This is an optimization exercise on Yosys and OpenROAD, whose aim is small area and a short achievable clock period, not a production implementation. Power figures rest on the tool's default switching activity, not on a simulated workload.

==> flow/design.v (excerpt) <==
module lrm_sample_feeder #(
    parameter int unsigned DEPTH     = 64,
    parameter int unsigned RES_DEPTH = 8
) (
    input  logic                 CLK,
    input  logic                 RESET_N,
    input  logic                 START,
    input  logic                 WR_EN,
    input  logic [lrm_pkg::SAMPLE_W-1:0]  WR_DATA,
    output logic                 FULL,
    input  logic                 LRM_READY,
    output logic [lrm_pkg::DATA_W-1:0]    LRM_XI,
    output logic [lrm_pkg::DATA_W-1:0]    LRM_YI,
    output logic                 LRM_PREDICT,
    output logic                 LRM_VALID,
    input  logic                 LRM_DONE,
    input  logic [lrm_pkg::DATA_W-1:0]    LRM_YP,
    input  logic [lrm_pkg::DATA_W-1:0]    LRM_A,
    input  logic [lrm_pkg::DATA_W-1:0]    LRM_B,
    input  logic                 RD_EN,
    output logic [lrm_pkg::RESULT_W-1:0]  RD_DATA,
    output logic                 RES_EMPTY,
    output logic [lrm_pkg::DATA_W-1:0]    TRAIN_CNT,
    output logic [lrm_pkg::DATA_W-1:0]    OUTSTANDING,
    output logic [lrm_pkg::CYCLE_W-1:0]   CYCLES,
    output logic                 BUSY,
    output logic                 FINISHED,
    output logic                 ERR
);
Size in the first run: about 3,100 cells after synthesis, about 140 I/O pins.
export LEC_CHECK = 0
export CAP_MARGIN = 20
export CORE_MARGIN = 2
export CORE_UTILIZATION = 40
export PLACE_DENSITY = 0.6
export SETUP_SLACK_MARGIN = 2.5
export SLEW_MARGIN = 20
export TNS_END_PERCENT = 10
create_clock -name core_clock -period 5.0 [get_ports {CLK}]
standard.sh (not shown) runs the stock make flow with config.mk's settings and CLKGATE_MAP_FILE= SYNTH_SCRIPT=/design/flow/synth_recipe.tcl, a recipe that flattens the netlist after the stock synthesis.
==> flow/flow/run.sh <==
#!/bin/bash
# The standard layout, with the port buffers made from plain buffers
# (buf_2) instead of the delay buffer buffer_ports picks by default.
set -euo pipefail
bash standard.sh BUFFER_PORTS_ARGS="-buffer_cell sky130_fd_sc_hd__buf_2" finish > standard_flow.log 2>&1
Then changed:
--- a/flow/design.v
+++ b/flow/design.v
@@ -21,29 +21,29 @@
     parameter int unsigned WIDTH = 17,
     parameter int unsigned DEPTH = 62,
     parameter int unsigned AW    = $clog2(DEPTH)
 ) (
     input  logic             clk,
     input  logic             we,
     input  logic [AW-1:0]    wa,
     input  logic [WIDTH-1:0] din,
-    input  logic [DEPTH-1:0] rsel,
+    input  logic [AW-1:0]    ra,
     output logic [WIDTH-1:0] dout
 );
     logic [WIDTH-1:0] mem [DEPTH];
     always_ff @(posedge clk) begin
         if (we) begin
             mem[wa] <= din;
         end
     end
     always_comb begin
         dout = '0;
         for (int i = 0; i < DEPTH; i++) begin
-            dout = dout | (mem[i] & {WIDTH{rsel[i]}});
+            dout = dout | (mem[i] & {WIDTH{ra == AW'(i)}});
         end
     end
 endmodule
 module lrm_sample_feeder #(
     parameter int unsigned DEPTH     = 64,
     parameter int unsigned RES_DEPTH = 8
 ) (
     input  logic                 CLK,
@@ -102,18 +102,17 @@
             FINISHED <= finished_next;
             if ((WR_EN && FULL) || (LRM_DONE && r_full)) begin
                 ERR <= 1'b1;
             end
         end
     end
     logic [SCW-1:0] s_cnt;
     logic [SW-1:0]  s_h, s_n, s_mhead;
-    logic [SAW-1:0] s_wp;
-    logic [SMD-1:0] s_rsel;        
+    logic [SAW-1:0] s_wp, s_rp;
     logic           s_push, s_pop, s_mwe;
     logic           s_ge2, s_ge3;
     logic           s_empty_next, s_full_next, valid_next;
     logic [SW-1:0]  s_h_next;
     assign s_push = WR_EN && !FULL;
     assign s_pop  = LRM_VALID && LRM_READY;
     assign s_ge2  = (s_cnt >= SCW'(2));
     assign s_ge3  = (s_cnt >= SCW'(3));
@@ -121,17 +120,17 @@
     lrm_sync_fifo #(
         .WIDTH (SW),
         .DEPTH (SMD)
     ) u_sample_mem (
         .clk  (CLK),
         .we   (s_push),
         .wa   (s_wp),
         .din  (WR_DATA),
-        .rsel (s_rsel),
+        .ra   (s_rp),
         .dout (s_mhead)
     );
     always_comb begin
         if (s_pop) begin
             s_h_next     = s_ge2 ? s_n : WR_DATA;
             s_empty_next = !s_ge2 && !s_push;
         end else begin
             s_h_next     = s_empty ? WR_DATA : s_h;
@@ -147,83 +146,82 @@
         end else if (!s_ge2) begin
             s_n <= WR_DATA;
         end
     end
     always_ff @(posedge CLK or negedge RESET_N) begin
         if (!RESET_N) begin
             s_cnt       <= '0;
             s_wp        <= '0;
-            s_rsel      <= SMD'(1);
+            s_rp        <= '0;
             s_empty     <= 1'b1;
             FULL        <= 1'b0;
             LRM_VALID   <= 1'b0;
             LRM_XI      <= '0;
             LRM_YI      <= '0;
             LRM_PREDICT <= 1'b0;
         end else begin
             case ({s_push, s_pop})
                 2'b10:   s_cnt <= s_cnt + SCW'(1);
                 2'b01:   s_cnt <= s_cnt - SCW'(1);
                 default: s_cnt <= s_cnt;
             endcase
             if (s_mwe) begin
                 s_wp <= (s_wp == SAW'(SMD - 1)) ? '0 : s_wp + SAW'(1);
             end
             if (s_pop && s_ge3) begin
-                s_rsel <= {s_rsel[SMD-2:0], s_rsel[SMD-1]};
+                s_rp <= (s_rp == SAW'(SMD - 1)) ? '0 : s_rp + SAW'(1);
             end
             s_empty   <= s_empty_next;
             FULL      <= s_full_next;
             LRM_VALID <= valid_next;
             {LRM_XI, LRM_YI, LRM_PREDICT} <= valid_next ? s_h_next : '0;
         end
     end
     logic [RCW-1:0] r_cnt;
     logic [RW-1:0]  r_din, r_mhead;
-    logic [RAW-1:0] r_wp;
-    logic [RMD-1:0] r_rsel;        
+    logic [RAW-1:0] r_wp, r_rp;
     logic           r_push, r_pop, r_mwe, r_ge2;
     logic           fit_ok_c;
     assign fit_ok_c = (TRAIN_CNT >= lrm_pkg::DATA_W'(lrm_pkg::MIN_TRAIN));
     assign r_din    = {fit_ok_c, LRM_YP, LRM_A, LRM_B};
     assign r_push   = LRM_DONE && !r_full;
     assign r_pop    = RD_EN && !RES_EMPTY;
     assign r_ge2    = (r_cnt >= RCW'(2));
     assign r_mwe    = r_push && (r_ge2 || (!RES_EMPTY && !r_pop));
     lrm_sync_fifo #(
         .WIDTH (RW),
         .DEPTH (RMD)
     ) u_result_mem (
         .clk  (CLK),
         .we   (r_push),
         .wa   (r_wp),
         .din  (r_din),
-        .rsel (r_rsel),
+        .ra   (r_rp),
         .dout (r_mhead)
     );
     always_ff @(posedge CLK or negedge RESET_N) begin
         if (!RESET_N) begin
             r_cnt     <= '0;
             r_wp      <= '0;
-            r_rsel    <= RMD'(1);
+            r_rp      <= '0;
             RES_EMPTY <= 1'b1;
             r_full    <= 1'b0;
             RD_DATA   <= '0;
         end else begin
             case ({r_push, r_pop})
                 2'b10:   r_cnt <= r_cnt + RCW'(1);
                 2'b01:   r_cnt <= r_cnt - RCW'(1);
                 default: r_cnt <= r_cnt;
             endcase
             if (r_mwe) begin
                 r_wp <= (r_wp == RAW'(RMD - 1)) ? '0 : r_wp + RAW'(1);
             end
             if (r_pop && r_ge2) begin
-                r_rsel <= {r_rsel[RMD-2:0], r_rsel[RMD-1]};
+                r_rp <= (r_rp == RAW'(RMD - 1)) ? '0 : r_rp + RAW'(1);
             end
             if (r_pop) begin
                 RES_EMPTY <= !r_ge2 && !r_push;
                 r_full    <= 1'b0;
                 if (r_ge2) begin
                     RD_DATA <= r_mhead;
                 end else begin
                     RD_DATA <= r_push ? r_din : '0;
After rerunning: Final area went up by 3.4%. Total power went up by 13%. Global-route usage went up by 3.1 points. Fmax went down by 1.5%. Synthesized area went down by 1.6%. Register-to-register slack got worse by 0.05 ns. Clock skew went down by 0.0042 ns. Via count went up by 7.6%. Clock power went down by about 4%.
No run of this note included a check of the RTL's function; only the layout flow was run.

==> separate check: timing with driven ports <==
The results above use ideal ports. As a check the final layouts listed here were re-extracted and re-timed, cells and wires unchanged. Step 1, drivers: a clkbuf_16 drives CLK and a buf_2 each remaining input, both assumed. Step 2, shift: input delay + t, output delay - t, t = (earliest + latest rising clock arrival at the registers) / 2. This alone moves slack from input paths to output paths. Three values: ideal ports, drivers, drivers and shift; two values: the first two.
| run | t (ns) | setup WS [ns] | worst data-port slew with drivers (ns) |
|---|---|---|---|
| the first run | 0.851 | 2.099 / 2.099 / 1.619 | 0.08 |
| the second run | 0.817 | 2.053 / 2.053 / 1.586 | 0.07 |
After both steps setup and hold are still met in every run listed. For the first run, which loses most, drivers alone change the setup slack by 0.000 ns; drivers and shift together by -0.480 ns.
